Context: an optimization exercise on an open-source flow, tuned for small area, a short achievable clock period and few clock cycles per item. The choices shown serve that exercise and are no tape-out recipe. Function was checked by simulation only, so behaviour that the tests miss may differ from the original.

==> run E <==
==> flow/design.v (excerpt) <==
module tilt_deadband_display_mapper_unit (
  input  logic                             clk,
  input  logic                             rst,
  input  logic                             sample_valid,
  output logic                             sample_ready,
  input  logic signed [tddm_pkg::IN_W-1:0] sample_accel_x,
  input  logic signed [tddm_pkg::IN_W-1:0] sample_accel_y,
  input  logic signed [tddm_pkg::IN_W-1:0] sample_accel_z,
  input  logic signed [tddm_pkg::IN_W-1:0] sample_gyro_x,
  input  logic signed [tddm_pkg::IN_W-1:0] sample_gyro_y,
  input  logic signed [tddm_pkg::IN_W-1:0] sample_gyro_z,
  output logic                             result_valid,
  input  logic                             result_ready,
  output logic                             result_update,
  output logic [tddm_pkg::COL_W-1:0]       result_bar_end_x,
  output logic [tddm_pkg::COL_W-1:0]       result_bar_end_y,
  output logic [tddm_pkg::COL_W-1:0]       result_bar_end_z,
  output logic [tddm_pkg::COL_W-1:0]       result_roll_marker_col,
  output logic [tddm_pkg::ROW_W-1:0]       result_pitch_marker_row,
  output logic signed [tddm_pkg::ROLL_W-1:0]  result_roll_angle,
  output logic signed [tddm_pkg::PITCH_W-1:0] result_pitch_angle,
  input  logic                             psel,
  input  logic                             penable,
  input  logic                             pwrite,
  input  logic [tddm_pkg::PADDR_W-1:0]     paddr,
  input  logic [tddm_pkg::PDATA_W-1:0]     pwdata,
  output logic [tddm_pkg::PDATA_W-1:0]     prdata,
  output logic                             pready
);
clock: 11.0 ns
lec_check: 0
abc_area: 1
cap_margin: 20
core_margin: 2
core_utilization: 40
setup_slack_margin: 5
slew_margin: 20
run.sh (not shown) runs the stock make flow with config.mk's settings and CLKGATE_MAP_FILE= SYNTH_SCRIPT=/design/flow/synth_recipe.tcl, a recipe that flattens the netlist after the stock synthesis.
==> inputs of run M, as changes to run E <==
--- a/flow/design.v
+++ b/flow/design.v
@@ -129,13 +129,13 @@
   logic [13:0] tilt_deadband;
   logic [9:0]  roll_gain;
   logic [9:0]  pitch_gain;
   logic [6:0]  bar_half_width;
   logic adv;
   logic signed [15:0] in_ax, in_ay, in_az, in_gx, in_gy, in_gz;
-  logic [23:0] v;
+  logic [22:0] v;
   logic v_d, upd_d, res_valid;
   logic signed [15:0] prev_gyro_x, prev_gyro_y, prev_gyro_z;
   logic signed [14:0] prev_roll;
   logic signed [13:0] prev_pitch;
   logic out_update;
   logic [6:0] out_bar_x, out_bar_y, out_bar_z, out_col;
@@ -144,19 +144,12 @@
   logic signed [13:0] out_pitch;
   logic upd;
   logic v_m, mp_upd;
   logic signed [23:0] mp_bx, mp_by, mp_bz;
   logic signed [25:0] mp_col;
   logic signed [24:0] mp_row;
-  logic signed [23:0] pr_bx, pr_by, pr_bz;
-  logic signed [25:0] pr_col;
-  logic signed [24:0] pr_row;
-  logic signed [8:0] mh_bx, mh_by, mh_bz;
-  logic signed [11:0] mh_col;
-  logic signed [10:0] mh_row;
-  logic mz_bx, mz_by, mz_bz, mz_col, mz_row;
   logic signed [14:0] mp_roll;
   logic signed [13:0] mp_pitch;
   logic [0:0] rspec_1;
   logic [1:0] rspc_2;
   logic signed [16:0] rx17_3;
   logic signed [16:0] ry17_4;
@@ -850,17 +843,12 @@
   logic [0:0] pd15_q22;
   logic signed [23:0] pzacc_q22;
   logic signed [23:0] pz_356;
   logic signed [15:0] pa_357;
   logic signed [15:0] pcl_358;
   logic signed [13:0] pnew_359;
-  logic signed [15:0] gx_q23;
-  logic signed [15:0] gy_q23;
-  logic signed [15:0] gz_q23;
-  logic signed [14:0] rnew_q23;
-  logic signed [13:0] pnew_q23;
   function automatic logic beyond(input logic signed [15:0] a, input logic signed [15:0] b,
                                   input logic [15:0] db);
     logic signed [17:0] s1, s2;
     s1 = 18'(a) - 18'(b) - $signed({2'b00, db}) - 18'sd1;
     s2 = 18'(b) - 18'(a) - $signed({2'b00, db}) - 18'sd1;
     beyond = !s1[17] || !s2[17];
@@ -871,21 +859,12 @@
     q = (p + ((p < 0) ? ((26'sd1 <<< sh) - 26'sd1) : 26'sd0)) >>> sh;
     vv = 26'(ctr) + q;
     if (vv < 26'(lo)) vv = 26'(lo);
     else if (vv > 26'(hi)) vv = 26'(hi);
     map_pos = vv[6:0];
   endfunction
-  function automatic logic [6:0] map_hq(input logic signed [11:0] h, input logic nz,
-                                        input int ctr, input int lo, input int hi);
-    logic signed [13:0] q, vv;
-    q = 14'(h) + (((h < 0) && nz) ? 14'sd1 : 14'sd0);
-    vv = 14'(ctr) + q;
-    if (vv < 14'(lo)) vv = 14'(lo);
-    else if (vv > 14'(hi)) vv = 14'(hi);
-    map_hq = vv[6:0];
-  endfunction
   assign pready = 1'b1;
   assign adv = !res_valid || result_ready;
   assign sample_ready = adv;
   always_comb begin
     case (paddr[4:2])
       3'd0: prdata = 32'(gyro_deadband);
@@ -1260,17 +1239,17 @@
   assign py_354 = {py_349[18:0] + (xsn_352[18:0] ^ {19{pd15_350}}) + {18'd0, pd15_350}};
   assign pzacc_355 = -24'sd1636327 + (pd0_q21 ? 24'sd1474560 : 24'sd0) + (pd1_q21 ? 24'sd870484 : 24'sd0) + (pd2_q21 ? 24'sd459940 : 24'sd0) + (pd3_q21 ? 24'sd233472 : 24'sd0) + (pd4_q21 ? 24'sd117190 : 24'sd0) + (pd5_q21 ? 24'sd58652 : 24'sd0) + (pd6_q21 ? 24'sd29334 : 24'sd0) + (pd7_q21 ? 24'sd14668 : 24'sd0) + (pd8_q21 ? 24'sd7334 : 24'sd0) + (pd9_q21 ? 24'sd3666 : 24'sd0) + (pd10_q21 ? 24'sd1834 : 24'sd0) + (pd11_q21 ? 24'sd916 : 24'sd0) + (pd12_q21 ? 24'sd458 : 24'sd0) + (pd13_340 ? 24'sd230 : 24'sd0);
   assign pz_356 = pzacc_q22 + (pd14_q22 ? 24'sd114 : 24'sd0) + (pd15_q22 ? 24'sd58 : 24'sd0);
   assign pa_357 = pz_356[23:8];
   assign pcl_358 = (pa_357 > 16'sd5760) ? 16'sd5760 : ((pa_357 < -16'sd5760) ? -16'sd5760 : pa_357);
   assign pnew_359 = pspec_q22 ? 14'((pspc_q22[1] ? 16'sd0 : (pspc_q22[0] ? 16'sd5760 : -16'sd5760))) : pcl_358[13:0];
-  assign upd = beyond(gx_q23, prev_gyro_x, gyro_deadband) ||
-               beyond(gy_q23, prev_gyro_y, gyro_deadband) ||
-               beyond(gz_q23, prev_gyro_z, gyro_deadband) ||
-               beyond(16'(rnew_q23), 16'(prev_roll), 16'(tilt_deadband)) ||
-               beyond(16'(pnew_q23), 16'(prev_pitch), 16'(tilt_deadband));
+  assign upd = beyond(gx_q22, prev_gyro_x, gyro_deadband) ||
+               beyond(gy_q22, prev_gyro_y, gyro_deadband) ||
+               beyond(gz_q22, prev_gyro_z, gyro_deadband) ||
+               beyond(16'(rnew_q22), 16'(prev_roll), 16'(tilt_deadband)) ||
+               beyond(16'(pnew_359), 16'(prev_pitch), 16'(tilt_deadband));
   always_ff @(posedge clk) begin
     if (rst) begin
       v              <= '0;
       v_d            <= 1'b0;
       v_m            <= 1'b0;
       res_valid      <= 1'b0;
@@ -1293,22 +1272,21 @@
           3'd3: pitch_gain     <= pwdata[9:0];
           3'd4: bar_half_width <= pwdata[6:0];
           default: ;
         endcase
       end
       if (adv) begin
-        v         <= {v[22:0], sample_valid};
-        v_d       <= v[23];
-        v_m       <= v_d;
-        res_valid <= v_m;
-        if (v[23] && upd) begin
-          prev_gyro_x <= gx_q23;
-          prev_gyro_y <= gy_q23;
-          prev_gyro_z <= gz_q23;
-          prev_roll   <= rnew_q23;
-          prev_pitch  <= pnew_q23;
+        v         <= {v[21:0], sample_valid};
+        v_d       <= v[22];
+        res_valid <= v_d;
+        if (v[22] && upd) begin
+          prev_gyro_x <= gx_q22;
+          prev_gyro_y <= gy_q22;
+          prev_gyro_z <= gz_q22;
+          prev_roll   <= rnew_q22;
+          prev_pitch  <= pnew_359;
         end
       end
     end
   end
   always_ff @(posedge clk) begin
     if (adv) begin
@@ -1653,46 +1631,31 @@
       pspec_q22 <= pspec_q21;
       pspc_q22 <= pspc_q21;
       rnew_q22 <= rnew_q21;
       pd14_q22 <= pd14_345;
       pd15_q22 <= pd15_350;
       pzacc_q22 <= pzacc_355;
-      gx_q23 <= gx_q22;
-      gy_q23 <= gy_q22;
-      gz_q23 <= gz_q22;
-      rnew_q23 <= rnew_q22;
-      pnew_q23 <= pnew_359;
       upd_d      <= upd;
       mp_upd     <= upd_d;
-      mh_bx      <= pr_bx[23:15];
-      mh_by      <= pr_by[23:15];
-      mh_bz      <= pr_bz[23:15];
-      mh_col     <= pr_col[25:14];
-      mh_row     <= pr_row[24:14];
-      mz_bx      <= |pr_bx[14:0];
-      mz_by      <= |pr_by[14:0];
-      mz_bz      <= |pr_bz[14:0];
-      mz_col     <= |pr_col[13:0];
-      mz_row     <= |pr_row[13:0];
+      mp_bx      <= 24'($signed(prev_gyro_x) * $signed({1'b0, bar_half_width}));
+      mp_by      <= 24'($signed(prev_gyro_y) * $signed({1'b0, bar_half_width}));
+      mp_bz      <= 24'($signed(prev_gyro_z) * $signed({1'b0, bar_half_width}));
+      mp_col     <= 26'($signed(prev_roll) * $signed({1'b0, roll_gain}));
+      mp_row     <= 25'($signed(prev_pitch) * $signed({1'b0, pitch_gain}));
       mp_roll    <= prev_roll;
       mp_pitch   <= prev_pitch;
-      out_update <= mp_upd;
-      out_bar_x  <= map_hq(12'(mh_bx), mz_bx, 64, 0, 127);
-      out_bar_y  <= map_hq(12'(mh_by), mz_by, 64, 0, 127);
-      out_bar_z  <= map_hq(12'(mh_bz), mz_bz, 64, 0, 127);
-      out_col    <= map_hq(mh_col, mz_col, 64, 0, 127);
-      out_row    <= 6'(map_hq(12'(mh_row), mz_row, 55, 43, 63));
-      out_roll   <= mp_roll;
-      out_pitch  <= mp_pitch;
     end
   end
-  assign pr_bx  = 24'($signed(prev_gyro_x) * $signed({1'b0, bar_half_width}));
-  assign pr_by  = 24'($signed(prev_gyro_y) * $signed({1'b0, bar_half_width}));
-  assign pr_bz  = 24'($signed(prev_gyro_z) * $signed({1'b0, bar_half_width}));
-  assign pr_col = 26'($signed(prev_roll) * $signed({1'b0, roll_gain}));
-  assign pr_row = 25'($signed(prev_pitch) * $signed({1'b0, pitch_gain}));
+  assign out_update = mp_upd;
+  assign out_bar_x  = map_pos(26'(mp_bx), 15, 64, 0, 127);
+  assign out_bar_y  = map_pos(26'(mp_by), 15, 64, 0, 127);
+  assign out_bar_z  = map_pos(26'(mp_bz), 15, 64, 0, 127);
+  assign out_col    = map_pos(mp_col, 14, 64, 0, 127);
+  assign out_row    = 6'(map_pos(26'(mp_row), 14, 55, 43, 63));
+  assign out_roll   = mp_roll;
+  assign out_pitch  = mp_pitch;
   assign result_valid            = res_valid;
   assign result_update           = out_update;
   assign result_bar_end_x        = out_bar_x;
   assign result_bar_end_y        = out_bar_y;
   assign result_bar_end_z        = out_bar_z;
   assign result_roll_marker_col  = out_col;
--- a/flow/config.mk
+++ b/flow/config.mk
@@ -6,8 +6,7 @@
 export NUM_CORES = 4
 export LEC_CHECK = 0
 export ABC_AREA = 1
 export CAP_MARGIN = 20
 export CORE_MARGIN = 2
 export CORE_UTILIZATION = 40
-export SETUP_SLACK_MARGIN = 5
 export SLEW_MARGIN = 20
==> inputs of run D, as changes to run E <==
--- a/flow/design.v
+++ b/flow/design.v
@@ -913,14 +913,14 @@
   assign ry_7 = 34'($signed({ry17_4, 16'd0}));
   assign rd0_8 = ~ry_7[33];
   assign ysx_9 = 34'($signed(ry_7) >>> 0);
   assign xsn_10 = 34'(rx_6 >>> 0);
   assign rx_11 = {rx_6[33:0] + (ysx_9[33:0] ^ {34{~rd0_8}}) + {33'd0, ~rd0_8}};
   assign ry_12 = {ry_7[33:0] + (xsn_10[33:0] ^ {34{rd0_8}}) + {33'd0, rd0_8}};
-  assign sq1_13 = 31'($signed(in_ay) * $signed(in_ay));
-  assign sq2_14 = 31'($signed(in_az) * $signed(in_az));
+  assign sq1_13 = 31'(32'({1'b0, in_ay[14], 1'b0, in_ay[13], 1'b0, in_ay[12], 1'b0, in_ay[11], 1'b0, in_ay[10], 1'b0, in_ay[9], 1'b0, in_ay[8], 1'b0, in_ay[7], 1'b0, in_ay[6], 1'b0, in_ay[5], 1'b0, in_ay[4], 1'b0, in_ay[3], 1'b0, in_ay[2], 1'b0, in_ay[1], 1'b0, in_ay[0]}) + (32'({1{in_ay[1]}} & in_ay[0:0]) << 2) + (32'({2{in_ay[2]}} & in_ay[1:0]) << 3) + (32'({3{in_ay[3]}} & in_ay[2:0]) << 4) + (32'({4{in_ay[4]}} & in_ay[3:0]) << 5) + (32'({5{in_ay[5]}} & in_ay[4:0]) << 6) + (32'({6{in_ay[6]}} & in_ay[5:0]) << 7) + (32'({7{in_ay[7]}} & in_ay[6:0]) << 8) + (32'({8{in_ay[8]}} & in_ay[7:0]) << 9) + (32'({9{in_ay[9]}} & in_ay[8:0]) << 10) + (32'({10{in_ay[10]}} & in_ay[9:0]) << 11) + (32'({11{in_ay[11]}} & in_ay[10:0]) << 12) + (32'({12{in_ay[12]}} & in_ay[11:0]) << 13) + (32'({13{in_ay[13]}} & in_ay[12:0]) << 14) + (32'({14{in_ay[14]}} & in_ay[13:0]) << 15) + ({32{in_ay[15]}} & {16'(16'd16384 - {1'b0, in_ay[14:0]}), 16'd0}));
+  assign sq2_14 = 31'(32'({1'b0, in_az[14], 1'b0, in_az[13], 1'b0, in_az[12], 1'b0, in_az[11], 1'b0, in_az[10], 1'b0, in_az[9], 1'b0, in_az[8], 1'b0, in_az[7], 1'b0, in_az[6], 1'b0, in_az[5], 1'b0, in_az[4], 1'b0, in_az[3], 1'b0, in_az[2], 1'b0, in_az[1], 1'b0, in_az[0]}) + (32'({1{in_az[1]}} & in_az[0:0]) << 2) + (32'({2{in_az[2]}} & in_az[1:0]) << 3) + (32'({3{in_az[3]}} & in_az[2:0]) << 4) + (32'({4{in_az[4]}} & in_az[3:0]) << 5) + (32'({5{in_az[5]}} & in_az[4:0]) << 6) + (32'({6{in_az[6]}} & in_az[5:0]) << 7) + (32'({7{in_az[7]}} & in_az[6:0]) << 8) + (32'({8{in_az[8]}} & in_az[7:0]) << 9) + (32'({9{in_az[9]}} & in_az[8:0]) << 10) + (32'({10{in_az[10]}} & in_az[9:0]) << 11) + (32'({11{in_az[11]}} & in_az[10:0]) << 12) + (32'({12{in_az[12]}} & in_az[11:0]) << 13) + (32'({13{in_az[13]}} & in_az[12:0]) << 14) + (32'({14{in_az[14]}} & in_az[13:0]) << 15) + ({32{in_az[15]}} & {16'(16'd16384 - {1'b0, in_az[14:0]}), 16'd0}));
   assign pzero_15 = (in_ay == 16'd0) && (in_az == 16'd0);
   assign rd1_16 = ~ry_q1[33];
   assign ysx_17 = 34'($signed(ry_q1) >>> 1);
   assign xsn_18 = 33'(rx_q1 >>> 1);
   assign rx_19 = {rx_q1[33:0] + (ysx_17[33:0] ^ {34{~rd1_16}}) + {33'd0, ~rd1_16}};
   assign ry_20 = {ry_q1[32:0] + (xsn_18[32:0] ^ {33{rd1_16}}) + {32'd0, rd1_16}};
--- a/flow/config.mk
+++ b/flow/config.mk
@@ -5,9 +5,9 @@
 export SDC_FILE = /design/flow/constraint.sdc
 export NUM_CORES = 4
 export LEC_CHECK = 0
 export ABC_AREA = 1
 export CAP_MARGIN = 20
 export CORE_MARGIN = 2
-export CORE_UTILIZATION = 40
+export CORE_UTILIZATION = 32
 export SETUP_SLACK_MARGIN = 5
 export SLEW_MARGIN = 20
==> comparison table <==
                                                                           run D          run E          run M
Multi-input logic portion of the cell area                                0.4822         0.4916         0.5013
Run status                                              timing/DRC/antenna clean  timing/DRC/antenna clean  timing/DRC/antenna clean
Starting density of the core                                              0.3211         0.4017         0.4018
Fraction of final layout cells with drive strength greater than 1        0.05349        0.05557        0.03576
GR met1 Demand/Resource                                                   0.2178         0.2654         0.2558
Length of routed met3 wiring                                            34.53 mm       28.02 mm       23.48 mm
Final sequential cell count                                                3,619          3,620          3,545
Setup Crit Path Kind                                                   in -> out      in -> out     reg -> out
Worst-margin pin slew                                                   1.001 ns       1.109 ns       1.111 ns
Fill cell total of the finished layout                                    83,920         64,970         65,750
Antenna cell count                                                             8             10             20
Count of inserted tapcells                                                11,120          8,997          8,997
# Post-CTS Setup Buffers                                                      23             79              0
Post-synthesis compound-gate area fraction                                0.1004        0.09361        0.09679
Number of buffers created by CTS                                             403            402            394
First element of the critical path                                      paddr[2]       paddr[4]     mp_row[24]
Post-Synth XOR/XNOR Area                                                  0.1038         0.1023         0.1037
Testbench counts of run E, summed over its fixed seeds: cycles 2,136, items 1,920.
Testbench counts of run M, summed over its fixed seeds: cycles 2,120, items 1,920.
Testbench counts of run D, summed over its fixed seeds: cycles 2,136, items 1,920.

## static timing again, ports no longer ideal
How much do the figures lean on ideal ports? The routed layouts below were timed once more, with nothing changed but the port constraints. Step 1, drivers: a clkbuf_16 drives clk and a buf_2 each remaining input, both assumed. Step 2 times the ports against the registers' clock, not the clock port: input delays grow and output delays shrink by t, the midpoint of the rising clock arrivals with the driver on. Slacks: ideal ports / drivers / drivers and shift; pairs: ideal ports / drivers.
run	t, ns	slack for setup (ns)	worst setup path at the end	latest minus earliest clock arrival (ns)
run E	1.136	5.058 / 5.012 / 4.366	input to register	0.104 / 0.104
run M	1.138	2.964 / 2.817 / 3.679	register to register	0.135 / 0.136
run D	1.148	5.028 / 4.974 / 4.423	input to register	0.157 / 0.156
After both steps every run listed still meets setup and hold. For run E, which loses most, drivers alone change the setup slack by -0.046 ns; drivers and shift together by -0.692 ns.
